This design comes from an exercise in tuning for a short achievable clock period and few clock cycles per item on the open sky130 flow, not from production work.
RTL that was checked went through simulation tests only; none was proved equivalent to the original.
The RTL of runs 4 to 6 was laid out without a check of its function.
Power figures rest on the tool's default switching activity, not on a simulated workload.

--- flow/flow/run.sh ---
#!/bin/bash
# The standard synthesis and layout, except that timing repair may resize a
# cell to any drive strength (sky130hd otherwise only swaps cells of the same
# width before routing).
set -euo pipefail
bash standard.sh synth > synth.log 2>&1
bash standard.sh MATCH_CELL_FOOTPRINT=0 finish > layout.log 2>&1
--- flow/standard.sh ---
#!/bin/bash
# synth_recipe.tcl (not shown) runs the flow's synth.tcl, then flattens the netlist and writes it again
# the make line also repeats each setting of config.mk as NAME=value (left out here)
make -C /OpenROAD-flow-scripts/flow DESIGN_CONFIG=/design/flow/config.mk WORK_HOME=/design/flow/orfs CLKGATE_MAP_FILE= SYNTH_SCRIPT=/design/flow/synth_recipe.tcl "${@:-finish}"
--- flow/constraint.sdc ---
create_clock -name core_clock -period 4.0 [get_ports {BUS}]
set_input_delay 0.8000 -clock core_clock [delete_from_list [all_inputs] [get_ports {BUS}]]
set_output_delay 0.8000 -clock core_clock [all_outputs]
set_load 0.01 [all_outputs]
--- flow/design.v ---
package gpio_bus_pkg;
	localparam int ADDR_W        = 32;
	localparam int DATA_W        = 32;
	localparam int BYTE_OFFSET_W = 2;                    
	typedef logic [ADDR_W-1:0] addr_t;                   
	typedef logic [DATA_W-1:0] data_t;                   
	localparam int WORD_COUNT = 8;                       
	typedef logic [$clog2(WORD_COUNT)-1:0] word_index_t;
	typedef logic [WORD_COUNT*DATA_W-1:0]  gpio_vec_t;   
	localparam addr_t GPO_BASE = 32'h0100_0000;          
	localparam addr_t GPI_BASE = 32'h0100_0020;          
	localparam addr_t BANK_BYTES = addr_t'(WORD_COUNT * (DATA_W / 8));
	typedef enum logic [1:0] {
		REGION_GPO,
		REGION_GPI,
		REGION_NONE                                      
	} region_t;
	typedef logic [1:0] wait_count_t;
	localparam wait_count_t WRITE_WAIT = 2'd2;
	localparam wait_count_t READ_WAIT  = 2'd3;
	localparam int WRITE_GROUPS = 4;
endpackage
module gpio_nor2 (input logic a, b, output logic y);
	assign y = !(a || b);
endmodule
module gpio_nor3 (input logic a, b, c, output logic y);
	assign y = !(a || b || c);
endmodule
module gpio_nor4 (input logic a, b, c, d, output logic y);
	assign y = !(a || b || c || d);
endmodule
module gpio_a22oi (input logic a1, a2, b1, b2, output logic y);
	assign y = !((a1 && a2) || (b1 && b2));
endmodule
module gpio_nand2 (input logic a, b, output logic y);
	assign y = !(a && b);
endmodule
module gpio_nand3 (input logic a, b, c, output logic y);
	assign y = !(a && b && c);
endmodule
module gpio_nand4 (input logic a, b, c, d, output logic y);
	assign y = !(a && b && c && d);
endmodule
module gpio_inv (input logic a, output logic y);
	assign y = !a;
endmodule
module gpio_addr_decode (
	input  gpio_bus_pkg::addr_t                 addr,
	input  logic                                valid,
	input  logic                                rnw,
	input  logic                                ready,        
	output logic [gpio_bus_pkg::WORD_COUNT-1:0] write_hit,    
	output logic [gpio_bus_pkg::WORD_COUNT*gpio_bus_pkg::WRITE_GROUPS-1:0] write_en_n,  
	output logic                                accept,       
	output logic [gpio_bus_pkg::WRITE_GROUPS-1:0] read_ok,    
	output logic                                bus_error,    
	output logic [3:0]                          read_index    
);
	logic [26:0] zero_in;
	logic [8:0]  write_zero;                             
	logic [8:0]  read_zero;
	logic [1:0]  read_base_n;
	logic        write_z;                                
	logic        read_z;                                 
	logic        read_n;                                 
	logic [gpio_bus_pkg::WRITE_GROUPS-1:0] write_ok_g;  
	logic [2:0]  index_n;                                
	logic [gpio_bus_pkg::WORD_COUNT-1:0] word_n;         
	logic [gpio_bus_pkg::WORD_COUNT-1:0] word_ok;        
	assign zero_in = {addr[31:25], addr[23:6], addr[1:0]};
	for (genvar k = 0; k < 9; k++) begin : g_zero
		gpio_nor3 u_wnor (.a(zero_in[3*k]), .b(zero_in[3*k+1]), .c(zero_in[3*k+2]), .y(write_zero[k]));
		gpio_nor3 u_rnor (.a(zero_in[3*k]), .b(zero_in[3*k+1]), .c(zero_in[3*k+2]), .y(read_zero[k]));
	end
	gpio_nand4 u_rbase0 (.a(read_zero[0]),  .b(read_zero[1]),  .c(read_zero[2]),  .d(read_zero[3]),  .y(read_base_n[0]));
	gpio_nand4 u_rbase1 (.a(read_zero[4]),  .b(read_zero[5]),  .c(read_zero[6]),  .d(read_zero[7]),  .y(read_base_n[1]));
	gpio_nor3  u_wz    (.a(ready), .b(rnw), .c(addr[5]), .y(write_z));
	for (genvar c = 0; c < 2; c++) begin : g_wcopy
		logic [1:0] base_n;                              
		logic       rest_n;                              
		gpio_nand4 u_wbase0 (.a(write_zero[0]), .b(write_zero[1]), .c(write_zero[2]), .d(write_zero[3]), .y(base_n[0]));
		gpio_nand4 u_wbase1 (.a(write_zero[4]), .b(write_zero[5]), .c(write_zero[6]), .d(write_zero[7]), .y(base_n[1]));
		gpio_nand4 u_wn     (.a(write_zero[8]), .b(write_z), .c(valid), .d(addr[24]), .y(rest_n));
		for (genvar g = c*gpio_bus_pkg::WRITE_GROUPS/2; g < (c+1)*gpio_bus_pkg::WRITE_GROUPS/2; g++) begin : g_write
			gpio_nor3 u_write_g (.a(base_n[0]), .b(base_n[1]), .c(rest_n), .y(write_ok_g[g]));
		end
	end
	assign read_z = rnw && !ready;
	gpio_nand4 u_rn    (.a(read_zero[8]), .b(read_z), .c(valid), .d(addr[24]), .y(read_n));
	for (genvar k = 0; k < 3; k++) begin : g_index
		gpio_inv u_inv (.a(addr[2+k]), .y(index_n[k]));
	end
	for (genvar i = 0; i < gpio_bus_pkg::WORD_COUNT; i++) begin : g_word
		gpio_nand3 u_sel (
			.a (((i / 1) % 2 == 1) ? addr[2] : index_n[0]),
			.b (((i / 2) % 2 == 1) ? addr[3] : index_n[1]),
			.c (((i / 4) % 2 == 1) ? addr[4] : index_n[2]),
			.y (word_n[i])
		);
		gpio_inv u_ok (.a(word_n[i]), .y(word_ok[i]));
		assign write_hit[i] = !write_en_n[i*gpio_bus_pkg::WRITE_GROUPS];    
		for (genvar g = 0; g < gpio_bus_pkg::WRITE_GROUPS; g++) begin : g_group
			gpio_nand2 u_en (.a(write_ok_g[g]), .b(word_ok[i]), .y(write_en_n[i*gpio_bus_pkg::WRITE_GROUPS+g]));
		end
	end
	for (genvar g = 0; g < gpio_bus_pkg::WRITE_GROUPS; g++) begin : g_read
		gpio_nor3 u_read (.a(read_base_n[0]), .b(read_base_n[1]), .c(read_n), .y(read_ok[g]));
	end
	assign accept     = valid && !ready;
	assign bus_error  = (addr[31:6] != gpio_bus_pkg::GPO_BASE[31:6]) || (addr[1:0] != 2'b00) || (!rnw && addr[5]);  
	assign read_index = addr[5:2];
endmodule
module bus_wait_timer (
	input  logic BUS,
	input  logic reset,
	input  logic accept,
	output logic ready
);
	always_ff @(posedge BUS) begin
		if (reset) begin
			ready <= 1'b0;
		end
		else begin
			ready <= accept;                             
		end
	end
endmodule
module gpo_register_bank (
	input  logic                                  BUS,
	input  logic                                  reset,
	input  logic [gpio_bus_pkg::WORD_COUNT-1:0]   write_hit,
	input  logic [gpio_bus_pkg::WORD_COUNT*gpio_bus_pkg::WRITE_GROUPS-1:0] write_en_n,  
	input  gpio_bus_pkg::data_t                   write_data,
	output gpio_bus_pkg::gpio_vec_t               gp_op,
	output logic [gpio_bus_pkg::WORD_COUNT-1:0]   gp_op_valid
);
	localparam int GROUP_W = gpio_bus_pkg::DATA_W / gpio_bus_pkg::WRITE_GROUPS;
	always_ff @(posedge BUS) begin
		if (reset) begin
			gp_op       <= '0;
			gp_op_valid <= '0;
		end
		else begin
			gp_op_valid <= write_hit;                    
			for (int i = 0; i < gpio_bus_pkg::WORD_COUNT; i++) begin
				for (int g = 0; g < gpio_bus_pkg::WRITE_GROUPS; g++) begin
					if (!write_en_n[i*gpio_bus_pkg::WRITE_GROUPS+g]) begin
						gp_op[i*gpio_bus_pkg::DATA_W+g*GROUP_W +: GROUP_W] <= write_data[g*GROUP_W +: GROUP_W];
					end
				end
			end
		end
	end
endmodule
module bus_response_regs (
	input  logic                                BUS,
	input  logic                                reset,
	input  logic                                accept,
	input  logic [gpio_bus_pkg::WRITE_GROUPS-1:0] read_ok,    
	input  logic                                bus_error,
	input  logic [3:0]                          read_index,    
	input  gpio_bus_pkg::gpio_vec_t             gp_op,
	input  gpio_bus_pkg::gpio_vec_t             gp_ip,
	output gpio_bus_pkg::data_t                 read_data,
	output logic                                error
);
	logic [2*gpio_bus_pkg::WORD_COUNT*gpio_bus_pkg::DATA_W-1:0] all_words;
	gpio_bus_pkg::data_t read_sel;
	assign all_words = {gp_ip, gp_op};
	gpio_read_mux u_mux (
		.read_index (read_index),
		.words      (all_words),
		.read_sel   (read_sel)
	);
	localparam int GROUP_W = gpio_bus_pkg::DATA_W / gpio_bus_pkg::WRITE_GROUPS;
	always_ff @(posedge BUS) begin
		if (reset) begin
			read_data <= '0;
			error     <= 1'b0;
		end
		else begin
			if (accept) begin
				error <= bus_error;                      
			end
			for (int g = 0; g < gpio_bus_pkg::WRITE_GROUPS; g++) begin
				if (read_ok[g]) begin
					read_data[g*GROUP_W +: GROUP_W] <= read_sel[g*GROUP_W +: GROUP_W];
				end
			end
		end
	end
endmodule
module gpio_predecode (
	input  logic [1:0] sel,
	output logic [3:0] hot
);
	always_comb begin
		for (int k = 0; k < 4; k++) begin
			hot[k] = (sel == k[1:0]);
		end
	end
endmodule
module gpio_read_mux (
	input  logic [3:0]                                              read_index,
	input  logic [2*gpio_bus_pkg::WORD_COUNT*gpio_bus_pkg::DATA_W-1:0] words,
	output gpio_bus_pkg::data_t                                     read_sel
);
	localparam int W = gpio_bus_pkg::DATA_W;
	logic [3:0] lo_hot;                                  
	logic [3:0] hi_hot;                                  
	gpio_predecode u_lo (.sel(read_index[1:0]), .hot(lo_hot));
	gpio_predecode u_hi (.sel(read_index[3:2]), .hot(hi_hot));
	for (genvar b = 0; b < W; b++) begin : g_bit
		logic [3:0] group_bit;                           
		logic [7:0] pair_n;
		logic [1:0] half_n;
		for (genvar h = 0; h < 4; h++) begin : g_group
			gpio_a22oi u_p0 (.a1(lo_hot[0]), .a2(words[(4*h+0)*W+b]), .b1(lo_hot[1]), .b2(words[(4*h+1)*W+b]), .y(pair_n[2*h]));
			gpio_a22oi u_p1 (.a1(lo_hot[2]), .a2(words[(4*h+2)*W+b]), .b1(lo_hot[3]), .b2(words[(4*h+3)*W+b]), .y(pair_n[2*h+1]));
			gpio_nand2 u_g  (.a(pair_n[2*h]), .b(pair_n[2*h+1]), .y(group_bit[h]));
		end
		gpio_a22oi u_h0 (.a1(hi_hot[0]), .a2(group_bit[0]), .b1(hi_hot[1]), .b2(group_bit[1]), .y(half_n[0]));
		gpio_a22oi u_h1 (.a1(hi_hot[2]), .a2(group_bit[2]), .b1(hi_hot[3]), .b2(group_bit[3]), .y(half_n[1]));
		gpio_nand2 u_sel (.a(half_n[0]), .b(half_n[1]), .y(read_sel[b]));
	end
endmodule
module gpio_bus_slave (
	input  logic                                BUS,
	input  logic                                reset,
	input  logic                                valid,
	input  logic                                rnw,
	input  gpio_bus_pkg::addr_t                 addr,
	input  gpio_bus_pkg::data_t                 write_data,
	input  gpio_bus_pkg::gpio_vec_t             gp_ip,
	output logic                                ready,
	output logic                                error,
	output gpio_bus_pkg::data_t                 read_data,
	output gpio_bus_pkg::gpio_vec_t             gp_op,
	output logic [gpio_bus_pkg::WORD_COUNT-1:0] gp_op_valid
);
	logic [gpio_bus_pkg::WORD_COUNT-1:0] write_hit;      
	logic [gpio_bus_pkg::WORD_COUNT*gpio_bus_pkg::WRITE_GROUPS-1:0] write_en_n;
	logic                                accept;         
	logic [gpio_bus_pkg::WRITE_GROUPS-1:0] read_ok;
	logic                                bus_error;
	logic [3:0]                          read_index;
	gpio_addr_decode u_decode (
		.addr       (addr),
		.valid      (valid),
		.rnw        (rnw),
		.ready      (ready),
		.write_hit  (write_hit),
		.write_en_n (write_en_n),
		.accept     (accept),
		.read_ok    (read_ok),
		.bus_error  (bus_error),
		.read_index (read_index)
	);
	bus_wait_timer u_timer (
		.BUS    (BUS),
		.reset  (reset),
		.accept (accept),
		.ready  (ready)
	);
	gpo_register_bank u_gpo (
		.BUS         (BUS),
		.reset       (reset),
		.write_hit   (write_hit),
		.write_en_n  (write_en_n),
		.write_data  (write_data),
		.gp_op       (gp_op),
		.gp_op_valid (gp_op_valid)
	);
	bus_response_regs u_resp (
		.BUS        (BUS),
		.reset      (reset),
		.accept     (accept),
		.read_ok    (read_ok),
		.bus_error  (bus_error),
		.read_index (read_index),
		.gp_op      (gp_op),
		.gp_ip      (gp_ip),
		.read_data  (read_data),
		.error      (error)
	);
endmodule
--- flow/config.mk ---
export PLATFORM = sky130hd
export DESIGN_NAME = gpio_bus_slave
export DESIGN_NICKNAME = gpio_bus_slave
export VERILOG_FILES = /design/flow/design.v
export SDC_FILE = /design/flow/constraint.sdc
export NUM_CORES = 4
export LEC_CHECK = 0
export CAP_MARGIN = 20
export CORE_MARGIN = 2
export CORE_UTILIZATION = 40
export SETUP_SLACK_MARGIN = 2.6
export SLEW_MARGIN = 20
export SYNTH_HIERARCHICAL = 1
export SYNTH_MINIMUM_KEEP_SIZE = 0
==> impl_metrics.toml, run 1 <==
[finish]
fill_cells = 2912
syn_to_final_growth_pct = 80.4
drive_above_1_share_pct = 58.5
postLayoutCellArea_um2 = 28800
nNetsFinal = 2846

[synthesis]
synth.yosys.seq_area_share_pct = 37.3
synth.avg_cell_area_um2 = 10.3
synth.distinct_cells = 22
ys_ff_latch = 298
synth_area_um2 = 16000
synth_top_family_by_area = "compound AO/OA/AOI/OAI gates"
synthSimpleGateAreaFrac_pct = 15.0
synthMuxAreaShare_pct = 18.1
syn_nets = 1879
yosys_warnings = 10
synthXorXnorAreaFrac_pct = 0
synth-compound-area-share_pct = 25.1
synth-adder-area-share_pct = 0
syn_inst = 1555

[sta]
max_freq_mhz = 509
post-route-period-util_pct = 49.1
hold_viol_final = 0
slew-limit-headroom_pct = 60.8
setup_viol = 0
worst_pin_slew_ns = 0.587
slew_violations = 0
finalCriticalPeriod_ns = 1.96
clock-skew-final_ns = 0.0140
whs_ns = 0.498
rsz0062_at_grt = "yes"

[route]
wire_per_inst_um = 26.3
drc = 0
viasPerCell = 5.55
drtPass1Iterations = 5
vias = 17043
antenna_left = 0
wl_um = 80700
first_iter_violations = 1082

[clock_network]
cts_tree = "yes"
path_clk_slew_ns = 0.06
cts_inserted_buffers = 35
cts_hold_buf = 0
clockRootBuffer = "clkbuf_16"
cts.path.max_buffers = 3
clock_latency_ns = 0.52
cts_htree_levels = 2
clkSinkCount = 298

[critical_path]
ff2ff_setup_slack_ns = 2.13
cp.arrival_ns = 2.35
path_max_fanout = 8
cp-start-kind = "input pin"
required_ns = 4.38
path_cells = "buf_8 > nor3_4 > nand4_1 > buf_6 > nor3_4 > buf_12 > buf_12 > nand2_8 > mux2i_1 > nor2_1"
cp-end-kind = "flip-flop"
crit_type = "in -> reg"
crit_buf_inv = 4
crit_slowest_cell = "mux2i_1"
cp_top_family = "simple AND/OR/NAND/NOR gates"
slowest_delay_ns = 0.23

[flow_run]
drv_cap = 0

[floorplan]
row_count = 73
die_area_um2 = 41600
fp.dieH_um = 204
coreArea_um2 = 39500
die_x_um = 204
io_pins = 622
floorplan.initialDensity_pct = 40.4

[global_routing]
grt.total_usage_pct = 36.4
grt_start_max_net_pins = 109
grt_pass1_wl_um = 113000
antenna_found_initial = 3
grt_overflow = 0
grt_pass1_vias = 17228

[place]
dp_hpwl_um = 47300
port_buffers = 621
place_congestion = 0.884
place_area_um2 = 22600

[power]
p_per_area_nw_per_um2 = 248
power_leakage_nw = 13.4
vdd_ir_drop_max_uv = 280

[worst_hold_path]
hold_path_class = "reg -> reg"

[run_status]
status = "finished clean"
-- state kept, by name (all words and copies together) (netlist names) --
name               flops
u_resp.error           1
u_gpo.gp_op          256
u_gpo.gp_op_valid      8
u_resp.read_data      32
u_timer.ready          1
-- tightest hold or removal path: stages (launching register included) --
cell and delay (ns):
dfxtp_2 0.33, mux2i_1 0.06, nor2_1 0.07
-- kinds of logic (layout without fill, tap and decap cells) --
group                  Yosys count  in the layout
AO/OA/AOI/OAI                  321            321
buffers and inverters           93           1070
flip-flops                     298            298
multiplexers                   289            289
other                            0              3
AND/OR/NAND/NOR                554            566
-- through the flow --
stage          instances  setup TNS, ns  setup slack [ns]  power (mW)  util [%]
6_report            3072              0              2.04        7.14      72.9
5_1_grt             3072              0              2.00        7.31      72.9
4_1_cts             3018              0              2.14        7.11      71.0
3_5_place_dp        2649              0             0.563        3.96      57.1
3_3_place_gp        2649              0             0.614        3.95      57.1
2_1_floorplan       1555          -4.13            -0.137        3.44         -
-- worst paths after layout --
check | end | startpoint | cells past startpoint
max | u_gpo.gp_op[73] | addr[25] | 10
min | u_resp.read_data[21] | u_resp.read_data[21] | 2
max reg2reg | u_gpo.gp_op[73] | u_timer.ready | 8
min reg2reg | u_resp.read_data[21] | u_resp.read_data[21] | 2
-- placed cells by master, fill, tap and decap left out, types with 11 or more instances in the layout --
cell	count
nor2_1	287
buf_6	330
clkdlybuf4s50_1	288
buf_4	295
dfxtp_2	244
dfxtp_4	53
nand2_8	39
buf_12	30
mux2i_2	11
nor3_4	20
nand2_1	159
a22oi_2	320
buf_8	13
clkbuf_16	54
mux2i_1	276
-- layer usage --
layer / part of all wire [%] / global-route usage [%] / vias up
li1: - / - / 7634
met4: 5.5 / 19.2 / 0
met5: 0 / 0 / -
met1: 38 / 42.2 / 8356
met2: 49 / 63.2 / 839
met3: 7.0 / 7.16 / 214
-- where the power goes --
group	switching [mW]	total (mW)	internal (mW)
registers	0.00189	2.93	2.93
logic	0.576	1.12	0.546
clock network	1.31	3.09	1.78
-- Yosys cell counts, drive strengths merged --
cell type / instances / area share [%]
a22oi: 320 / 25
dfxtp: 298 / 37
nor2: 291 / 6.9
mux2i: 289 / 18
nand2: 193 / 4.5
buf: 73 / 4.0
nor3: 27 / 1.7
inv: 20 / 0.47
nor2b: 13 / 0.56
nand4: 10 / 0.39
nand3: 8 / 0.25
nor4: 6 / 0.35
and2: 2 / 0.094
and2b: 2 / 0.11
nor4b: 1 / 0.094
o21ai: 1 / 0.031
or3: 1 / 0.039
-- repair_timing --
item / in CTS / in global routing
cloned: 35 / 3
pin swaps: 99 / 97
gates resized for setup: 1981 / 64
setup buffers: 275 / 48
setup endpoints to repair: 596 / 595
-- area by class of cell --
class | count | area, um2 | share of cell area, %
Antenna cell | 3 | 7.51 | 0.0260
Clock buffer | 51 | 1030 | 3.57
Clock inverter | 8 | 43.8 | 0.152
Inverter | 20 | 105 | 0.365
Multi-Input combinational cell | 1176 | 10300 | 35.6
Sequential cell | 298 | 6470 | 22.4
Tap cell | 525 | 657 | 2.28
Timing Repair Buffer | 991 | 10300 | 35.6
-- modules after synthesis, one instance, submodules excluded, a selection --
module	area [um2]	flops+latches	copies in the design
gpio_addr_decode	169	0	1
bus_wait_timer	33.8	1	1
gpio_inv	3.75	0	11
gpio_a22oi	12.5	0	320
gpio_nor3	10.0	0	27
bus_response_regs	1200	33	1
Testbench counts, summed over its fixed seeds: cycles 9,600, items 4,800.
==> run 2, diff against run 1 <==
==> flow/run.sh (new file) <==
#!/bin/bash
# synth_recipe.tcl (not shown) runs the flow's synth.tcl, then flattens the netlist and writes it again
# the make line also repeats each setting of config.mk as NAME=value (left out here)
make -C /OpenROAD-flow-scripts/flow DESIGN_CONFIG=/design/flow/config.mk WORK_HOME=/design/flow/orfs CLKGATE_MAP_FILE= SYNTH_SCRIPT=/design/flow/synth_recipe.tcl finish
--- a/flow/config.mk
+++ b/flow/config.mk
@@ -8,7 +8,8 @@
 export CAP_MARGIN = 20
 export CORE_MARGIN = 2
 export CORE_UTILIZATION = 40
-export SETUP_SLACK_MARGIN = 2.6
+export SETUP_SLACK_MARGIN = 2.3
 export SLEW_MARGIN = 20
 export SYNTH_HIERARCHICAL = 1
 export SYNTH_MINIMUM_KEEP_SIZE = 0
+export TNS_END_PERCENT = 10
removed: flow/flow/run.sh
removed: flow/standard.sh
==> run 2 against run 1 <==
Register-to-register slack worse by 0.04 ns. Cell count down 8.6%. Maximum frequency down 4.2%. Utilization down 8.6 points. Critical path depth down 1. Worst setup slack worse by 0.086 ns. Combinational power about the same. Non-clock buffer count down 254. Synthesized cell count unchanged. Clock-buffer cell count unchanged. Via count down 9.8%. Highest routed layer is now met5.
==> impl_metrics.toml, run 2 <==
[run_status]
status = "finished clean"

[finish]
top_regs = "u_gpo.gp_op (256), u_resp.read_data (32), u_gpo.gp_op_valid (8)"
regMostFlops = "u_gpo.gp_op"
syn_to_final_growth_pct = 59.1
largest_reg_flops = 256
drive_above_1_share_pct = 38.8
fill_cells = 3261
regArea_um2 = 6090
final_common_cell = "a22oi_2"
layout_common_cells = "a22oi_2, clkdlybuf4s50_1, nor2_1"
multi_input_area_um2 = 9660
nNetsFinal = 2583
postLayoutCellArea_um2 = 25400

[critical_path]
reg2regPathDepth = 9
path_cells = "buf_2 > nor3_4 > nand4_1 > nor3_4 > buf_6 > nand2_1 > buf_8 > mux2i_1 > nor2_1"
required_ns = 4.36
reg2reg_from = "u_timer.ready"
crit_path_frequent_cell = "nor3_4"
cp_top_family = "simple AND/OR/NAND/NOR gates"
cp-end-kind = "flip-flop"
cp-start-kind = "input pin"
ff2ff_setup_slack_ns = 2.09
cp.arrival_ns = 2.41
crit_buf_inv = 3
slowest_delay_ns = 0.35
path_max_fanout = 9
crit_type = "in -> reg"
r2r-end = "u_gpo.gp_op[127]"
crit_slowest_cell = "nor3_4"

[synthesis]
synth_ff_type = "dfxtp_1"
synth_edf_count = 0
ys_ff_latch = 298
syn_inst = 1555
synth.avg_cell_area_um2 = 10.3
synth_area_um2 = 16000
synth_area_leaders = "dfxtp_1, a22oi_2, mux2i_1"
synth_largest_area_cell = "dfxtp_1"
synth.distinct_cells = 22
synthArstFlopShare_pct = 0
synth.most_common_cell = "a22oi_2"
syn_nets = 1879
yosys-top-cells-count = "a22oi_2, dfxtp_1, mux2i_1, nor2_1, nand2_1"
yosys_warnings = 10
synth_top_area_share_pct = 37.3
synth.yosys.seq_area_share_pct = 37.3

[power]
p_per_area_nw_per_um2 = 288
p_total_mw = 7.32
vdd_ir_drop_max_uv = 280
power_leakage_nw = 11.8

[clock_network]
path_clk_slew_ns = 0.06
clock_latency_ns = 0.51
clkSinkCount = 298
cts_tree = "yes"
cts_htree_levels = 2
cts_hold_buf = 0
cts.path.max_buffers = 3
cts_inserted_buffers = 36
clockRootBuffer = "clkbuf_16"

[worst_hold_path]
whs_path_depth = 2
hp-start = "u_resp.read_data[17]"
worstHoldEndpoint = "u_resp.read_data[17]"
hold_path_class = "reg -> reg"

[place]
place_congestion = 0.815
port_buffers = 621
place_area_um2 = 22800
place_ws_ns = 0.621
dp_hpwl_um = 46900

[route]
viasPerCell = 5.48
wire_per_inst_um = 25.8
drc = 0
antenna_left = 0
first_iter_violations = 785
drtPass1Iterations = 5
wl_um = 72400
vias = 15379

[sta]
slew-limit-headroom_pct = 33.8
hold_viol_final = 0
post-route-period-util_pct = 51.2
worst_pin_slew_ns = 0.993
max_freq_mhz = 488
finalCriticalPeriod_ns = 2.05
rsz0062_at_grt = "yes"
slew_violations = 0
clock-skew-final_ns = 0.0142
setup_viol = 0
fin_ws_ns = 1.95

[global_routing]
grt_pass1_vias = 15386
antenna_found_initial = 5
grt_pass1_wl_um = 103000
grt.total_usage_pct = 33.5
grt_start_max_net_pins = 145
grt_overflow = 0

[floorplan]
row_count = 73
die_area_um2 = 41600
die_x_um = 204
fp.dieH_um = 204
io_pins = 622
coreArea_um2 = 39500
floorplan.initialDensity_pct = 40.4

[flow_run]
drv_cap = 0
## run 2: cell count changes in the layout (fill, tap and decap cells not counted), sizes merged, moves of 8 or more
cell,before,now
inv,12,21
clkdlybuf4s15,0,187
dlygate4sd2,0,32
clkbuf,77,51
nand2,201,193
buf,675,225
clkinvlp,8,0
## run 2: metal layers
metal / global-route usage [%] / vias to the layer above / part of all wire (%) / wire [um]
met4: 13.4 / 2 / 4.3 / 3090
li1: - / 7090 / - / -
met3: 7.97 / 147 / 7.4 / 5330
met2: 58.7 / 626 / 49 / 35800
met1: 39.2 / 7514 / 39 / 28200
met5: 0 / - / 0.018 / 13
## run 2: where the power goes
part / total, mW / internal [mW] / switching (mW)
clock network: 3.27 / 1.99 / 1.28
logic: 1.09 / 0.549 / 0.540
registers: 2.96 / 2.96 / 0.00176
total: 7.32 / 5.50 / 1.82
## run 2: how the worst max path moves through the flow
stage,startpoint,to,cells past startpoint
6_report,addr[18],u_gpo.gp_op[32],9
4_1_cts,u_gpo.gp_op[132],gp_op[132],1
3_3_place_gp,addr[23],u_gpo.gp_op[119],7
2_1_floorplan,addr[2],u_resp.read_data[24],8
3_5_place_dp,addr[23],u_gpo.gp_op[236],7
5_1_grt,addr[18],u_gpo.gp_op[131],9
## run 2: area by class of cell
class	count	area share, %
Antenna cell	2	0.0197
Clock buffer	51	3.93
Clock inverter	9	0.586
Inverter	20	0.295
Multi-Input combinational cell	1166	38.0
Sequential cell	298	24.0
Tap cell	525	2.58
Timing Repair Buffer	737	30.6
## run 2: cell families (layout without fill, tap and decap cells)
group	Yosys count	in the layout	share of synthesized area, %
mux	289	289	18.1
simple gates	554	556	15.0
flops	298	298	37.3
other cells	0	2	0
buf+inv	93	817	4.49
compound gates	321	321	25.1
## run 2: per-stage QoR
step	utilization (%)	hold WS (ns)	instances	setup TNS, ns
after floorplan	-	0.529	1555	-4.23
after global placement	57.7	0.475	2682	0
after detailed placement	57.7	0.484	2682	0
after CTS	63.7	0.492	2801	0
after global routing	64.3	0.505	2808	0
final	64.3	0.488	2808	0
## run 2: worst register-to-register path, cell delays in order (launching register included)
cell	delay [ns]
dfxtp_4	0.37
nor3_4	0.20
nand4_1	0.11
buf_4	0.18
nor3_4	0.23
buf_12	0.17
nand2_1	0.06
buf_4	0.21
mux2i_1	0.17
nor2_1	0.07
## run 2: per-module statistics from Yosys (local to each module, per instance), excerpt
module | flops+latches | times used | area, um2 | cells inside
bus_response_regs | 33 | 1 | 1200 | 107
gpio_nand4 | 0 | 9 | 6.26 | 1
bus_wait_timer | 1 | 1 | 33.8 | 2
gpio_inv | 0 | 11 | 3.75 | 1
gpio_nand2 | 0 | 192 | 3.75 | 1
gpio_nor3 | 0 | 27 | 10.0 | 1
gpio_nand3 | 0 | 8 | 5.00 | 1
gpio_addr_decode | 0 | 1 | 169 | 26
gpio_a22oi | 0 | 320 | 12.5 | 1
gpo_register_bank | 264 | 1 | 9390 | 845
gpio_predecode | 0 | 2 | 26.3 | 4
## run 2: repair_timing
action / CTS / global route
endpoints found under the setup margin: 595 / 595
buffers inserted: 36 / 5
gates resized for setup: 1256 / 31
cloned: 23 / 0
endpoints found under the hold margin: 0 / 0
pin swaps: 63 / 6
==> run 3, diff against run 2 <==
--- a/flow/config.mk
+++ b/flow/config.mk
@@ -8,8 +8,7 @@
 export CAP_MARGIN = 20
 export CORE_MARGIN = 2
 export CORE_UTILIZATION = 40
-export SETUP_SLACK_MARGIN = 2.3
+export SETUP_SLACK_MARGIN = 2.6
 export SLEW_MARGIN = 20
 export SYNTH_HIERARCHICAL = 1
 export SYNTH_MINIMUM_KEEP_SIZE = 0
-export TNS_END_PERCENT = 10
==> run 3 against run 2 <==
Die area is the same. Maximum frequency grew 6.6%. Critical path depth grew 1. Clock skew is essentially flat. Utilization grew 8.7 points. Cell count grew 9.7%. Global-route usage grew 2.6 points. Routed wire length grew 12%. Sequential share of layout area shrank 1.6 points. Combinational power grew 5%. Synthesized cell count is the same. Largest power group unchanged.
==> impl_metrics.toml, run 3 <==
[synthesis]
synth_edf_count = 0
yosys_warnings = 10
synth.avg_cell_area_um2 = 10.3
synth-compound-area-share_pct = 25.1
synthSimpleGateAreaFrac_pct = 15.0
synth_top_family_by_area = "compound AO/OA/AOI/OAI gates"
synthXorXnorAreaFrac_pct = 0
synth.distinct_cells = 22
synth_largest_area_cell = "dfxtp_1"
synth_area_leaders = "dfxtp_1, a22oi_2, mux2i_1"
synthArstFlopShare_pct = 0
syn_nets = 1879
synth.yosys.seq_area_share_pct = 37.3
synth-adder-area-share_pct = 0
synth_ff_type = "dfxtp_1"
synth_area_um2 = 16000
ys_ff_latch = 298
syn_inst = 1555
synth.most_common_cell = "a22oi_2"
synthMuxAreaShare_pct = 18.1
yosys-top-cells-count = "a22oi_2, dfxtp_1, mux2i_1, nor2_1, nand2_1"
synth_top_area_share_pct = 37.3

[power]
power_leakage_nw = 13.4
vdd_ir_drop_max_uv = 284
p_int_mw = 5.27
p_sw_share_pct = 26.4
pwr-share-seq_pct = 41.0
p_per_area_nw_per_um2 = 248
p_comb_share_pct = 15.9
pwr-share-clk_pct = 43.1
p_total_mw = 7.16
p_switching_mw = 1.89

[finish]
fin_util_pct = 73.0
largest_reg_flops = 256
final_cells = 3080
layout_common_cells = "buf_6, a22oi_2, buf_4"
drive_above_1_share_pct = 58.7
top_regs = "u_gpo.gp_op (256), u_resp.read_data (32), u_gpo.gp_op_valid (8)"
nNetsFinal = 2854
syn_to_final_growth_pct = 80.6
regMostFlops = "u_gpo.gp_op"
postLayoutCellArea_um2 = 28900
final_common_cell = "buf_6"

[place]
place_congestion = 0.884
dp_hpwl_um = 47300
place_ws_ns = 0.563
place_area_um2 = 22600
port_buffers = 621
dpl.cell_count = 2649

[sta]
slew_violations = 0
slew-limit-headroom_pct = 63.7
worst_pin_slew_ns = 0.544
max_freq_mhz = 520
rsz0062_at_grt = "yes"
hold_viol_final = 0
finalCriticalPeriod_ns = 1.92
setup_viol = 0
fin_tns_setup_ns = 0
whs_ns = 0.497
post-route-period-util_pct = 48.1
fin_ws_ns = 2.08
clock-skew-final_ns = 0.0146

[worst_hold_path]
hold_path_class = "reg -> reg"

[floorplan]
die_x_um = 204
fp.dieH_um = 204
row_count = 73
io_pins = 622
coreArea_um2 = 39500
die_area_um2 = 41600
floorplan.initialDensity_pct = 40.4

[critical_path]
crit_type = "in -> reg"
path_max_fanout = 5
cp-start-kind = "input pin"
required_ns = 4.38
slowest_delay_ns = 0.21
cp-end-kind = "flip-flop"
crit_slowest_cell = "nor3_4"
ff2ff_setup_slack_ns = 2.12
path_cells = "buf_8 > nor3_4 > nand4_1 > buf_6 > nor3_4 > buf_6 > buf_12 > nand2_8 > mux2i_1 > nor2_1"
cp.arrival_ns = 2.30

[clock_network]
cts_htree_levels = 2
cts_inserted_buffers = 35
path_clk_slew_ns = 0.06
clockRootBuffer = "clkbuf_16"
cts_hold_buf = 0
cts_tree = "yes"
clkSinkCount = 298
cts.path.max_buffers = 3
clock_latency_ns = 0.52

[route]
wl_um = 80900
antenna_left = 0
drc = 0
vias = 17098
first_iter_violations = 989
drtPass1Iterations = 9
viasPerCell = 5.55
wire_per_inst_um = 26.3

[global_routing]
grt.total_usage_pct = 36.1
antenna_found_initial = 3
grt_pass1_wl_um = 112000
grt_pass1_vias = 17346
grt_overflow = 0
grt_start_max_net_pins = 109

[flow_run]
drv_cap = 0

[run_status]
status = "finished clean"
==> run 3: cell counts after synthesis <==
No cell type changed its count.
==> run 3: power groups by stage <==
stage	Clock [mW]	Combinational, mW	Sequential [mW]
finish	3.08	1.14	2.94
CTS	3.09	1.09	2.94
detailed placement	0	0.920	3.04
floorplan	0	0.399	3.04
global placement	0	0.914	3.04
global route	3.22	1.18	2.93
==> run 3: cell type report <==
cell class | instances | area (um2)
flip-flops and latches | 298 | 6460
inverters | 20 | 110
clock inverters | 8 | 43.8
fillers | 2893 | 10700
well taps | 525 | 657
clock buffers | 51 | 1030
multi-input cells | 1175 | 10200
repair buffers | 1000 | 10300
diodes | 3 | 7.51
==> run 3: cells by family after synthesis <==
family                 after synthesis
muxes                              289
and+or+nand+nor                    554
DFF                                298
buffers and inverters               93
AOI/OAI and AO/OA                  321
==> run 3: worst paths after layout <==
path,from,to,depth (start not counted)
max,addr[9],u_gpo.gp_op[70],10
min,u_resp.read_data[23],u_resp.read_data[23],2
max reg2reg,u_timer.ready,u_gpo.gp_op[57],8
min reg2reg,u_resp.read_data[23],u_resp.read_data[23],2
==> run 3: critical path: cells and delay by family <==
| kind | cells | cell delay, ns |
|---|---|---|
| buf+inv | 4 | 0.60 |
| mux | 1 | 0.18 |
| simple gates | 5 | 0.70 |
==> run 3: modules after synthesis (local to each module, per instance), a selection <==
module | cell area [um2] | times used | flip-flops and latches
gpio_inv | 3.75 | 11 | 0
gpo_register_bank | 9390 | 1 | 264
bus_wait_timer | 33.8 | 1 | 1
gpio_nand2 | 3.75 | 192 | 0
gpio_predecode | 26.3 | 2 | 0
gpio_nand4 | 6.26 | 9 | 0
gpio_nor3 | 10.0 | 27 | 0
gpio_a22oi | 12.5 | 320 | 0
gpio_nand3 | 5.00 | 8 | 0
bus_response_regs | 1200 | 1 | 33
gpio_addr_decode | 169 | 1 | 0
==> run 3: routing by layer <==
layer  GRT usage, %  wire length (um)  vias up
li1               -                 -     7646
met1           41.1             30100     8408
met2           63.1             39800      831
met3           7.65              6360      213
met4           19.5              4670        0
met5              0                 0        -
==> run 3: timing repair <==
action / 4_1_cts / 5_1_grt
setup buffers: 291 / 43
gates resized for setup: 2318 / 48
cloned: 28 / 7
setup endpoints to repair: 596 / 595
pin swaps: 108 / 136
==> run 4, diff against run 3 <==
--- a/flow/design.v
+++ b/flow/design.v
@@ -206,21 +206,24 @@
 	output gpio_bus_pkg::data_t                                     read_sel
 );
 	localparam int W = gpio_bus_pkg::DATA_W;
-	logic [3:0] lo_hot;                                  
-	logic [3:0] hi_hot;                                  
-	gpio_predecode u_lo (.sel(read_index[1:0]), .hot(lo_hot));
-	gpio_predecode u_hi (.sel(read_index[3:2]), .hot(hi_hot));
+	localparam int GROUP_W = W / gpio_bus_pkg::WRITE_GROUPS;
+	logic [gpio_bus_pkg::WRITE_GROUPS-1:0][3:0] lo_hot;  
+	logic [gpio_bus_pkg::WRITE_GROUPS-1:0][3:0] hi_hot;  
+	for (genvar g = 0; g < gpio_bus_pkg::WRITE_GROUPS; g++) begin : g_dec
+		gpio_predecode u_lo (.sel(read_index[1:0]), .hot(lo_hot[g]));
+		gpio_predecode u_hi (.sel(read_index[3:2]), .hot(hi_hot[g]));
+	end
 	for (genvar b = 0; b < W; b++) begin : g_bit
 		logic [3:0] group_bit;                           
 		logic [7:0] pair_n;
 		logic [1:0] half_n;
 		for (genvar h = 0; h < 4; h++) begin : g_group
-			gpio_a22oi u_p0 (.a1(lo_hot[0]), .a2(words[(4*h+0)*W+b]), .b1(lo_hot[1]), .b2(words[(4*h+1)*W+b]), .y(pair_n[2*h]));
-			gpio_a22oi u_p1 (.a1(lo_hot[2]), .a2(words[(4*h+2)*W+b]), .b1(lo_hot[3]), .b2(words[(4*h+3)*W+b]), .y(pair_n[2*h+1]));
+			gpio_a22oi u_p0 (.a1(lo_hot[b / GROUP_W][0]), .a2(words[(4*h+0)*W+b]), .b1(lo_hot[b / GROUP_W][1]), .b2(words[(4*h+1)*W+b]), .y(pair_n[2*h]));
+			gpio_a22oi u_p1 (.a1(lo_hot[b / GROUP_W][2]), .a2(words[(4*h+2)*W+b]), .b1(lo_hot[b / GROUP_W][3]), .b2(words[(4*h+3)*W+b]), .y(pair_n[2*h+1]));
 			gpio_nand2 u_g  (.a(pair_n[2*h]), .b(pair_n[2*h+1]), .y(group_bit[h]));
 		end
-		gpio_a22oi u_h0 (.a1(hi_hot[0]), .a2(group_bit[0]), .b1(hi_hot[1]), .b2(group_bit[1]), .y(half_n[0]));
-		gpio_a22oi u_h1 (.a1(hi_hot[2]), .a2(group_bit[2]), .b1(hi_hot[3]), .b2(group_bit[3]), .y(half_n[1]));
+		gpio_a22oi u_h0 (.a1(hi_hot[b / GROUP_W][0]), .a2(group_bit[0]), .b1(hi_hot[b / GROUP_W][1]), .b2(group_bit[1]), .y(half_n[0]));
+		gpio_a22oi u_h1 (.a1(hi_hot[b / GROUP_W][2]), .a2(group_bit[2]), .b1(hi_hot[b / GROUP_W][3]), .b2(group_bit[3]), .y(half_n[1]));
 		gpio_nand2 u_sel (.a(half_n[0]), .b(half_n[1]), .y(read_sel[b]));
 	end
 endmodule
==> run 4 against run 3 <==
Non-clock buffer count is 9 lower. Still clean on timing, DRC and antenna. Area after synthesis is 0.99% higher. Flip-flop and latch count stayed put. Global-route usage is 1.9 points lower. Synthesized cell count is 1.5% higher.
==> impl_metrics.toml, run 4 <==
[global_routing]
antenna_found_initial = 3
grt_pass1_wl_um = 108000
grt_pass1_vias = 17029
grt_overflow = 0
grt.total_usage_pct = 34.1
grt_start_max_net_pins = 134

[critical_path]
path_max_fanout = 9
crit_slowest_cell = "clkinvlp_4"
crit_path_end = "u_gpo.gp_op[198]"
reg2reg_from = "u_timer.ready"
slowest_delay_ns = 0.38
reg2regPathDepth = 10
ff2ff_setup_slack_ns = 2.14
cp-end-kind = "flip-flop"
path_cells = "buf_16 > buf_12 > buf_4 > nand3_1 > clkinvlp_4 > nand2_8 > buf_8 > mux2i_1 > nor2_1"
r2r-end = "u_gpo.gp_op[4]"
cp-start-kind = "input pin"
cp.arrival_ns = 2.36
crit_type = "in -> reg"
required_ns = 4.36
crit_start = "addr[3]"

[synthesis]
syn_nets = 1903
synth.distinct_cells = 22
synth_top_area_share_pct = 37.0
synth_area_leaders = "dfxtp_1, a22oi_2, mux2i_1"
synth_ff_type = "dfxtp_1"
synth_edf_count = 0
synth.avg_cell_area_um2 = 10.2
ys_ff_latch = 298
synthArstFlopShare_pct = 0
syn_inst = 1579
yosys_warnings = 10
synth.yosys.seq_area_share_pct = 37.0
synth_area_um2 = 16100
synth.most_common_cell = "a22oi_2"
synth_largest_area_cell = "dfxtp_1"
yosys-top-cells-count = "a22oi_2, dfxtp_1, nor2_1, mux2i_1, nand2_1"

[sta]
hold_viol_final = 0
max_freq_mhz = 501
slew_violations = 0
clock-skew-final_ns = 0.00809
post-route-period-util_pct = 49.9
slew-limit-headroom_pct = 53.6
setup_viol = 0
finalCriticalPeriod_ns = 2.00
fin_tns_setup_ns = 0
rsz0062_at_grt = "yes"
worst_pin_slew_ns = 0.695

[floorplan]
coreArea_um2 = 39700
fp.dieH_um = 205
die_x_um = 205
die_area_um2 = 42000
floorplan.initialDensity_pct = 40.6
row_count = 73
io_pins = 622

[finish]
nNetsFinal = 2884
largest_reg_flops = 256
top_regs = "u_gpo.gp_op (256), u_resp.read_data (32), u_gpo.gp_op_valid (8)"
drive_above_1_share_pct = 59.0
layout_common_cells = "buf_6, a22oi_2, buf_4"
final_cells = 3107
syn_to_final_growth_pct = 80.5
final_common_cell = "buf_6"
regMostFlops = "u_gpo.gp_op"

[worst_hold_path]
hold_path_class = "reg -> reg"
whs_path_depth = 2

[clock_network]
path_clk_slew_ns = 0.06
clockRootBuffer = "clkbuf_16"
cts.path.max_buffers = 3
clkSinkCount = 298
cts_inserted_buffers = 36
clock_latency_ns = 0.51
cts_tree = "yes"
cts_htree_levels = 2

[route]
wire_per_inst_um = 24.6
viasPerCell = 5.49
antenna_left = 0
drtPass1Iterations = 5
wl_um = 76300
drc = 0
vias = 17052
first_iter_violations = 1083

[place]
dpl.cell_count = 2673
port_buffers = 621
dp_hpwl_um = 45100
place_congestion = 0.808

[power]
p_per_area_nw_per_um2 = 254
p_total_mw = 7.40
power_leakage_nw = 13.6
pwr-share-seq_pct = 39.7
p_switching_mw = 1.86
vdd_ir_drop_max_uv = 236
p_comb_share_pct = 15.5
p_int_mw = 5.54
pwr-share-clk_pct = 44.8
p_sw_share_pct = 25.1

[flow_run]
drv_cap = 0

[run_status]
status = "finished clean"
==> run 4: cell types whose count changed after synthesis, sizes merged <==
cell	before	now
and2	2	8
and2b	2	8
nor2	291	297
nor2b	13	19
==> run 4: layout make-up <==
class | instances | area, um2
antenna | 1 | 2.50
clock buffer | 50 | 1020
clock inverter | 9 | 148
fill | 2861 | 10600
inverter | 20 | 93.8
multi-input combinational | 1213 | 10600
sequential | 298 | 6440
tap | 525 | 657
timing repair buffer | 991 | 10200
==> run 4: cells by family (layout without fill, tap and decap cells) <==
logic type | Yosys count | count (layout) | share of synthesized area (%)
buf+inv | 93 | 1070 | 4.45
simple gates | 578 | 603 | 15.8
other cells | 0 | 1 | 0
mux | 289 | 289 | 17.9
flops | 298 | 298 | 37.0
compound gates | 321 | 321 | 24.8
==> run 4: modules after synthesis, one instance, submodules excluded, a selection <==
| module | copies in the design | cell area [um2] |
|---|---|---|
| bus_wait_timer | 1 | 33.8 |
| gpio_addr_decode | 1 | 169 |
| gpio_nand2 | 192 | 3.75 |
| gpio_nor3 | 27 | 10.0 |
| bus_response_regs | 1 | 1200 |
| gpo_register_bank | 1 | 9390 |
| gpio_predecode | 8 | 26.3 |
| gpio_a22oi | 320 | 12.5 |
| gpio_nand4 | 9 | 6.26 |
==> run 4: layer usage <==
metal / vias up / routed length (um) / GRT usage (%)
met5: - / 13 / 0
met4: 2 / 3060 / 12.5
met2: 749 / 37000 / 57.9
met3: 174 / 5690 / 6.65
met1: 8386 / 30500 / 42.9
li1: 7741 / - / -
==> run 4: metrics by stage <==
stage | util, % | hold WS [ns] | cell area, um2 | setup slack, ns
global route | 73.3 | 0.520 | 29100 | 1.97
CTS | 71.8 | 0.501 | 28500 | 2.03
floorplan | - | 0.529 | 16400 | 1.78
detailed placement | 57.1 | 0.483 | 22700 | 0.640
finish | 73.3 | 0.498 | 29100 | 2.00
global placement | 57.1 | 0.474 | 22700 | 0.647
==> run 4: critical path, delay by kind of cell <==
kind	cells	cell delay (ns)
AND/OR/NAND/NOR	3	0.42
multiplexers	1	0.18
buffers and inverters	5	0.95
==> run 4: how the worst min path moves through the flow <==
stage / start / endpoint / slack, ns
floorplan: u_resp.error / u_resp.error / 0.53
global placement: u_resp.read_data[4] / u_resp.read_data[4] / 0.47
detailed placement: u_resp.read_data[17] / u_resp.read_data[17] / 0.48
CTS: u_resp.read_data[12] / u_resp.read_data[12] / 0.50
global route: u_resp.read_data[23] / u_resp.read_data[23] / 0.52
finish: u_resp.read_data[22] / u_resp.read_data[22] / 0.50
==> run 4: repair_timing <==
item                                     CTS  global route
endpoints found under the hold margin      0             0
hold buffers                               0             0
gates cloned                              38             6
endpoints found under the setup margin   595           595
buffers inserted                         289            41
resized for setup                       2350            51
pin swaps                                119            68
==> run 4: power groups by stage <==
stage | combinational (mW) | clock, mW | sequential (mW)
final | 1.15 | 3.31 | 2.94
after global routing | 1.19 | 3.47 | 2.94
after CTS | 1.10 | 3.34 | 2.94
after detailed placement | 0.911 | 0 | 3.04
after global placement | 0.903 | 0 | 3.04
after floorplan | 0.409 | 0 | 3.04
==> run 5, diff against run 4 <==
--- a/flow/design.v
+++ b/flow/design.v
@@ -75,15 +75,13 @@
 	gpio_nand4 u_rbase0 (.a(read_zero[0]),  .b(read_zero[1]),  .c(read_zero[2]),  .d(read_zero[3]),  .y(read_base_n[0]));
 	gpio_nand4 u_rbase1 (.a(read_zero[4]),  .b(read_zero[5]),  .c(read_zero[6]),  .d(read_zero[7]),  .y(read_base_n[1]));
 	gpio_nor3  u_wz    (.a(ready), .b(rnw), .c(addr[5]), .y(write_z));
-	for (genvar c = 0; c < 2; c++) begin : g_wcopy
+	for (genvar g = 0; g < gpio_bus_pkg::WRITE_GROUPS; g++) begin : g_wcopy
 		logic [1:0] base_n;                              
 		logic       rest_n;                              
 		gpio_nand4 u_wbase0 (.a(write_zero[0]), .b(write_zero[1]), .c(write_zero[2]), .d(write_zero[3]), .y(base_n[0]));
 		gpio_nand4 u_wbase1 (.a(write_zero[4]), .b(write_zero[5]), .c(write_zero[6]), .d(write_zero[7]), .y(base_n[1]));
 		gpio_nand4 u_wn     (.a(write_zero[8]), .b(write_z), .c(valid), .d(addr[24]), .y(rest_n));
-		for (genvar g = c*gpio_bus_pkg::WRITE_GROUPS/2; g < (c+1)*gpio_bus_pkg::WRITE_GROUPS/2; g++) begin : g_write
-			gpio_nor3 u_write_g (.a(base_n[0]), .b(base_n[1]), .c(rest_n), .y(write_ok_g[g]));
-		end
+		gpio_nor3  u_write_g (.a(base_n[0]), .b(base_n[1]), .c(rest_n), .y(write_ok_g[g]));
 	end
 	assign read_z = rnw && !ready;
 	gpio_nand4 u_rn    (.a(read_zero[8]), .b(read_z), .c(valid), .d(addr[24]), .y(read_n));
==> run 5 against run 4 <==
First-iteration DRC count shrank 5.2%. Combinational power about the same. Sequential power about the same. Clock-buffer cell count is 2 higher. Clock skew up 0.0037 ns. Flip-flop and latch count did not move. Worst setup slack worse by 0.026 ns. Hold slack got worse by 0.0011 ns. Utilization decreased by 0.19 points. Critical endpoint is now u_gpo.gp_op[135].
==> impl_metrics.toml, run 5 <==
[run_status]
status = "finished clean"

[synthesis]
ys_ff_latch = 298
synth_area_leaders = "dfxtp_1, a22oi_2, mux2i_1"
synth_ff_type = "dfxtp_1"
syn_inst = 1585
synth_largest_area_cell = "dfxtp_1"
synth.most_common_cell = "a22oi_2"
synth.yosys.seq_area_share_pct = 36.9
synth_edf_count = 0
synthArstFlopShare_pct = 0
synth_top_area_share_pct = 36.9
synth.avg_cell_area_um2 = 10.2
yosys-top-cells-count = "a22oi_2, dfxtp_1, nor2_1, mux2i_1, nand2_1"
synth_area_um2 = 16200
yosys_warnings = 10
synth.distinct_cells = 22
syn_nets = 1909

[critical_path]
path_max_fanout = 5
cp-end-kind = "flip-flop"
reg2reg_from = "u_timer.ready"
crit_type = "in -> reg"
cp.arrival_ns = 2.39
cp-start-kind = "input pin"
crit_start = "addr[30]"
required_ns = 4.36

[power]
p_per_area_nw_per_um2 = 251
p_sw_share_pct = 25.3
pwr-share-clk_pct = 44.3
p_comb_share_pct = 15.4
p_switching_mw = 1.85
p_int_mw = 5.47
pwr-share-seq_pct = 40.3
vdd_ir_drop_max_uv = 275
power_leakage_nw = 13.5

[sta]
slew-limit-headroom_pct = 47.1
max_freq_mhz = 494
whs_ns = 0.497
post-route-period-util_pct = 50.6
setup_viol = 0
worst_pin_slew_ns = 0.794
slew_violations = 0
fin_tns_setup_ns = 0
rsz0062_at_grt = "yes"
clock-skew-final_ns = 0.0118
finalCriticalPeriod_ns = 2.02
hold_viol_final = 0

[global_routing]
grt.total_usage_pct = 33.6
grt_start_max_net_pins = 113
grt_pass1_vias = 17353
grt_overflow = 0
antenna_found_initial = 1
grt_pass1_wl_um = 107000

[place]
place_congestion = 0.847
dp_hpwl_um = 45400
port_buffers = 621
place_area_um2 = 22700
dpl.cell_count = 2681

[clock_network]
cts_inserted_buffers = 35
path_clk_slew_ns = 0.06
clkSinkCount = 298
cts_tree = "yes"
clockRootBuffer = "clkbuf_16"
cts_htree_levels = 2
clock_latency_ns = 0.51
cts.path.max_buffers = 3

[finish]
nNetsFinal = 2894
final_common_cell = "buf_6"
postLayoutCellArea_um2 = 29100
syn_to_final_growth_pct = 80.0
layout_common_cells = "buf_6, a22oi_2, buf_4"
top_regs = "u_gpo.gp_op (256), u_resp.read_data (32), u_gpo.gp_op_valid (8)"
largest_reg_flops = 256
final_cells = 3121
fin_util_pct = 73.1
drive_above_1_share_pct = 59.5
regMostFlops = "u_gpo.gp_op"

[route]
viasPerCell = 5.45
vias = 16999
drc = 0
antenna_left = 0
wl_um = 75200
drtPass1Iterations = 5
first_iter_violations = 1027
wire_per_inst_um = 24.1

[floorplan]
row_count = 73
coreArea_um2 = 39800
floorplan.initialDensity_pct = 40.6
fp.dieH_um = 205
die_x_um = 205
die_area_um2 = 42100
io_pins = 622

[worst_hold_path]
hold_path_class = "reg -> reg"
hp-start = "u_resp.read_data[20]"

[flow_run]
drv_cap = 0
## run 5: changes by cell type after synthesis, sizes merged
cell	delta
nand4	+6
## run 5: Yosys stat by module, one instance, submodules excluded, a selection
module | flops+latches | times used | cells
gpio_nor3 | 0 | 27 | 1
gpio_nand4 | 0 | 15 | 1
gpio_nand2 | 0 | 192 | 1
bus_response_regs | 33 | 1 | 107
gpio_a22oi | 0 | 320 | 1
gpio_predecode | 0 | 8 | 4
gpio_inv | 0 | 11 | 1
## run 5: kinds of logic (layout without fill, tap and decap cells)
kind of cell,after synthesis,in the layout,synth area share (%)
AO/OA/AOI/OAI,321,321,24.8
buffers and inverters,93,1081,4.44
flip-flops,298,298,36.9
multiplexers,289,289,17.9
other,0,1,0
AND/OR/NAND/NOR,584,606,16.0
## run 5: cell type report
type | count | area, um2
fill | 2923 | 10700
clock buffer | 52 | 1020
antenna | 1 | 2.50
clock inverter | 10 | 128
inverter | 20 | 105
timing repair buffer | 999 | 10100
multi-input combinational | 1216 | 10700
tap | 525 | 657
sequential | 298 | 6400
## run 5: worst max-delay path, stage by stage
cell	delay [ns]
buf_8	0.10
nor3_4	0.24
nand4_1	0.17
nor3_4	0.26
buf_6	0.16
buf_16	0.14
nand2_8	0.09
mux2i_1	0.29
nor2_1	0.12
## run 5: what timing repair did
item                       in CTS  in global routing
gates cloned                   31                  5
buffers inserted              300                 41
pin swaps                      97                 66
setup endpoints to repair     595                595
hold buffers                    0                  0
gates resized for setup      2318                 66
## run 5: routing by layer
layer / vias to the layer above / global-route usage (%) / wire [um]
met2: 709 / 56.1 / 36100
met4: 0 / 11.7 / 2730
met3: 143 / 6.98 / 5540
li1: 7772 / - / -
met1: 8375 / 42.8 / 30800
met5: - / 0 / 0
## run 5: stage by stage
stage | setup WS [ns] | total power [mW]
floorplan | 1.78 | 3.45
global placement | 0.696 | 3.94
detailed placement | 0.643 | 3.95
CTS | 2.10 | 7.30
global route | 1.94 | 7.52
finish | 1.98 | 7.32
## run 5: worst paths after layout
path | cells after the start | slack (ns) | to
max | 9 | 1.98 | u_gpo.gp_op[135]
min | 2 | 0.50 | u_resp.read_data[20]
max reg2reg | 8 | 2.04 | u_gpo.gp_op[135]
min reg2reg | 2 | 0.50 | u_resp.read_data[20]
## run 5: power groups by stage
stage / registers, mW / logic (mW) / clock network, mW
6_report: 2.95 / 1.12 / 3.25
5_1_grt: 2.95 / 1.17 / 3.40
4_1_cts: 2.95 / 1.07 / 3.27
3_5_place_dp: 3.04 / 0.915 / 0
3_3_place_gp: 3.04 / 0.906 / 0
2_1_floorplan: 3.04 / 0.411 / 0
==> run 6, diff against run 5 <==
--- a/flow/design.v
+++ b/flow/design.v
@@ -64,9 +64,6 @@
 	logic        read_z;                                 
 	logic        read_n;                                 
 	logic [gpio_bus_pkg::WRITE_GROUPS-1:0] write_ok_g;  
-	logic [2:0]  index_n;                                
-	logic [gpio_bus_pkg::WORD_COUNT-1:0] word_n;         
-	logic [gpio_bus_pkg::WORD_COUNT-1:0] word_ok;        
 	assign zero_in = {addr[31:25], addr[23:6], addr[1:0]};
 	for (genvar k = 0; k < 9; k++) begin : g_zero
 		gpio_nor3 u_wnor (.a(zero_in[3*k]), .b(zero_in[3*k+1]), .c(zero_in[3*k+2]), .y(write_zero[k]));
@@ -85,21 +82,24 @@
 	end
 	assign read_z = rnw && !ready;
 	gpio_nand4 u_rn    (.a(read_zero[8]), .b(read_z), .c(valid), .d(addr[24]), .y(read_n));
-	for (genvar k = 0; k < 3; k++) begin : g_index
-		gpio_inv u_inv (.a(addr[2+k]), .y(index_n[k]));
-	end
-	for (genvar i = 0; i < gpio_bus_pkg::WORD_COUNT; i++) begin : g_word
-		gpio_nand3 u_sel (
-			.a (((i / 1) % 2 == 1) ? addr[2] : index_n[0]),
-			.b (((i / 2) % 2 == 1) ? addr[3] : index_n[1]),
-			.c (((i / 4) % 2 == 1) ? addr[4] : index_n[2]),
-			.y (word_n[i])
-		);
-		gpio_inv u_ok (.a(word_n[i]), .y(word_ok[i]));
+	for (genvar g = 0; g < gpio_bus_pkg::WRITE_GROUPS; g++) begin : g_group
+		logic [2:0] index_n;                             
+		logic [gpio_bus_pkg::WORD_COUNT-1:0] word_ok;    
+		for (genvar k = 0; k < 3; k++) begin : g_index
+			gpio_inv u_inv (.a(addr[2+k]), .y(index_n[k]));
+		end
+		for (genvar i = 0; i < gpio_bus_pkg::WORD_COUNT; i++) begin : g_word
+			gpio_nor3 u_sel (
+				.a (((i / 1) % 2 == 1) ? index_n[0] : addr[2]),
+				.b (((i / 2) % 2 == 1) ? index_n[1] : addr[3]),
+				.c (((i / 4) % 2 == 1) ? index_n[2] : addr[4]),
+				.y (word_ok[i])
+			);
+			gpio_nand2 u_en (.a(write_ok_g[g]), .b(word_ok[i]), .y(write_en_n[i*gpio_bus_pkg::WRITE_GROUPS+g]));
+		end
+	end
+	for (genvar i = 0; i < gpio_bus_pkg::WORD_COUNT; i++) begin : g_hit
 		assign write_hit[i] = !write_en_n[i*gpio_bus_pkg::WRITE_GROUPS];    
-		for (genvar g = 0; g < gpio_bus_pkg::WRITE_GROUPS; g++) begin : g_group
-			gpio_nand2 u_en (.a(write_ok_g[g]), .b(word_ok[i]), .y(write_en_n[i*gpio_bus_pkg::WRITE_GROUPS+g]));
-		end
 	end
 	for (genvar g = 0; g < gpio_bus_pkg::WRITE_GROUPS; g++) begin : g_read
 		gpio_nor3 u_read (.a(read_base_n[0]), .b(read_base_n[1]), .c(read_n), .y(read_ok[g]));
==> run 6 against run 5 <==
Die area grew 1.7%. Still clean on timing, DRC and antenna. Hold slack gained 0.0053 ns. Worst setup slack gained 0.098 ns. Largest power group unchanged. Critical path type unchanged. Final area grew 2.0%. Clock skew grew 0.0032 ns.
==> impl_metrics.toml, run 6 <==
[run_status]
status = "finished clean"

[sta]
rsz0062_at_grt = "yes"
post-route-period-util_pct = 48.1
finalCriticalPeriod_ns = 1.93
worst_pin_slew_ns = 0.804
fin_tns_setup_ns = 0
clock-skew-final_ns = 0.0150
setup_viol = 0
max_freq_mhz = 519
slew_violations = 0
slew-limit-headroom_pct = 46.1
hold_viol_final = 0

[critical_path]
slowest_delay_ns = 0.25
cp.arrival_ns = 2.31
path_max_fanout = 5
crit_start = "addr[12]"
ff2ff_setup_slack_ns = 2.16
reg2reg_from = "u_timer.ready"
cp_top_family = "simple AND/OR/NAND/NOR gates"
cp_num_cells = 9
required_ns = 4.38
crit_path_frequent_cell = "nor3_4"
crit_path_end = "u_gpo.gp_op[1]"
reg2regPathDepth = 7
crit_slowest_cell = "nor3_4"
crit_type = "in -> reg"
r2r-end = "u_gpo.gp_op[125]"
path_cells = "buf_12 > nor3_4 > nand4_1 > nor3_4 > buf_6 > buf_16 > nand2_8 > mux2i_1 > nor2_1"
cp-start-kind = "input pin"
cp-end-kind = "flip-flop"
crit_buf_inv = 3

[route]
wire_per_inst_um = 24.4
antenna_left = 0
drtPass1Iterations = 6
wl_um = 76700
viasPerCell = 5.51
vias = 17331
drc = 0
first_iter_violations = 1035

[finish]
final_common_cell = "buf_6"
final_cells = 3143
layout_common_cells = "buf_6, a22oi_2, clkdlybuf4s50_1"
nNetsFinal = 2910
regMostFlops = "u_gpo.gp_op"
multi_input_area_um2 = 11000
drive_above_1_share_pct = 59.4
syn_to_final_growth_pct = 80.5
regArea_um2 = 6500
largest_reg_flops = 256
top_regs = "u_gpo.gp_op (256), u_resp.read_data (32), u_gpo.gp_op_valid (8)"
diodes = 0
fill_cells = 2959

[place]
dpl.cell_count = 2716
port_buffers = 621
place_congestion = 0.848
dp_hpwl_um = 45700

[floorplan]
fp.dieH_um = 207
die_x_um = 207
die_area_um2 = 42800
coreArea_um2 = 40700
row_count = 74
floorplan.initialDensity_pct = 40.4
io_pins = 622

[global_routing]
grt.total_usage_pct = 33.6
grt_overflow = 0
grt_pass1_wl_um = 108000
grt_start_max_net_pins = 95
grt_pass1_vias = 17587
antenna_found_initial = 1

[clock_network]
cts_inserted_buffers = 34
cts.path.max_buffers = 3
clock_latency_ns = 0.52
clockRootBuffer = "clkbuf_16"
cts_tree = "yes"
clkSinkCount = 298
cts_htree_levels = 2
path_clk_slew_ns = 0.06

[synthesis]
yosys-top-cells-count = "a22oi_2, dfxtp_1, nor2_1, mux2i_1, nand2_1"
synth_ff_type = "dfxtp_1"
synth.most_common_cell = "a22oi_2"
synth_area_leaders = "dfxtp_1, a22oi_2, mux2i_1"
synth.distinct_cells = 21
yosys_warnings = 10
syn_inst = 1610
synth_edf_count = 0
synth.avg_cell_area_um2 = 10.2
syn_nets = 1934
ys_ff_latch = 298
synth_largest_area_cell = "dfxtp_1"
synthArstFlopShare_pct = 0
synth_area_um2 = 16500
synth.yosys.seq_area_share_pct = 36.2
synth_top_area_share_pct = 36.2

[power]
p_per_area_nw_per_um2 = 249
vdd_ir_drop_max_uv = 239
power_leakage_nw = 13.7

[worst_hold_path]
whs_path_depth = 2
hold_path_class = "reg -> reg"

[flow_run]
drv_cap = 0
run 6: worst min-delay path, stage by stage (launching register included):
cell and delay (ns):
dfxtp_2 0.33, mux2i_1 0.06, nor2_1 0.07
run 6: per-module statistics from Yosys, one instance, submodules excluded, excerpt:
| module | times used | flip-flops and latches | cells | area (um2) |
|---|---|---|---|---|
| bus_response_regs | 1 | 33 | 107 | 1200 |
| bus_wait_timer | 1 | 1 | 2 | 33.8 |
| gpio_a22oi | 320 | 0 | 1 | 12.5 |
| gpio_addr_decode | 1 | 0 | 26 | 169 |
| gpio_inv | 12 | 0 | 1 | 3.75 |
| gpio_nand4 | 15 | 0 | 1 | 6.26 |
| gpio_nor3 | 59 | 0 | 1 | 10.0 |
| gpio_predecode | 8 | 0 | 4 | 26.3 |
run 6: what timing repair did:
item / 4_1_cts / 5_1_grt
pin swaps: 112 / 158
hold buffers: 0 / 0
setup buffers: 295 / 31
gates cloned: 30 / 10
resized for setup: 2365 / 66
endpoints found under the setup margin: 595 / 595
run 6: metal layers:
layer | wire [um] | up-vias | GRT usage (%)
met5 | 13 | - | 0
met4 | 3090 | 2 | 13.6
met3 | 6800 | 148 | 8.26
met2 | 36200 | 761 | 55.8
met1 | 30500 | 8555 | 41.9
li1 | - | 7865 | -
run 6: area by class of cell:
class                   instances  share of cell area, %
clock buffers                  49                   3.40
inverters                      21                  0.274
multi-input cells            1238                   36.9
well taps                     532                   2.24
flip-flops and latches        298                   21.9
repair buffers                993                   34.8
clock inverters                12                  0.463
run 6: logic make-up after synthesis:
kind of cell	Yosys count	share of synthesized area, %
AND/OR/NAND/NOR	608	17.4
flip-flops	298	36.2
multiplexers	289	17.6
AO/OA/AOI/OAI	321	24.4
buffers and inverters	94	4.39
run 6: through the flow:
| stage | util (%) | cell area, um2 | worst slack (ns) | hold WS [ns] | total power, mW |
|---|---|---|---|---|---|
| after floorplan | - | 16700 | 1.78 | 0.529 | 3.46 |
| after global placement | 56.6 | 23100 | 0.796 | 0.473 | 3.98 |
| after detailed placement | 56.7 | 23100 | 0.777 | 0.487 | 3.99 |
| after CTS | 71.2 | 29000 | 2.14 | 0.502 | 7.36 |
| after global routing | 72.9 | 29700 | 2.03 | 0.515 | 7.61 |
| final | 72.9 | 29700 | 2.07 | 0.502 | 7.41 |
run 6: worst min path at each step:
stage                    startpoint              endpoint  slack, ns
6_report       u_resp.read_data[28]  u_resp.read_data[28]       0.50
5_1_grt                u_resp.error          u_resp.error       0.52
4_1_cts        u_resp.read_data[28]  u_resp.read_data[28]       0.50
3_5_place_dp   u_resp.read_data[30]  u_resp.read_data[30]       0.49
3_3_place_gp   u_resp.read_data[26]  u_resp.read_data[26]       0.47
2_1_floorplan          u_resp.error          u_resp.error       0.53
run 6: power by group:
part | total, mW | internal, mW | switching, mW
sequential | 2.93 | 2.92 | 0.00155
combinational | 1.22 | 0.613 | 0.602
clock | 3.27 | 1.96 | 1.31

-- separate check: timing with driven ports --
No port has a modelled driver above. Below, the same layouts with a new extraction and two added sets of constraints.
Step 1: set_driving_cell puts a clkbuf_16 on BUS and a buf_2 on each other input, an assumption about the parent block.
Step 2 adds t to the input delays and takes it off the output delays; t is the mean of the earliest and latest rising clock arrival at the registers after step 1. Input paths then give back, and output paths get back, about the clock's delay inside the block.
Three values: no drivers, after step 1, after step 2; two values: the first two.
run | t, ns | setup WS [ns] | worst register clock-pin slew, ns
run 1 | 0.571 | 2.036 / 2.010 / 1.439 | 0.06 / 0.06
run 2 | 0.559 | 1.950 / 1.965 / 1.405 | 0.06 / 0.06
run 3 | 0.571 | 2.078 / 2.010 / 1.440 | 0.07 / 0.07
run 4 | 0.565 | 2.003 / 1.861 / 1.296 | 0.06 / 0.06
run 5 | 0.562 | 1.977 / 1.962 / 1.400 | 0.06 / 0.06
run 6 | 0.569 | 2.075 / 1.920 / 1.351 | 0.07 / 0.07
After both steps every run listed still meets setup and hold. The setup slack of run 6, which loses most, moves by -0.155 ns with the drivers and by -0.724 ns with both steps.
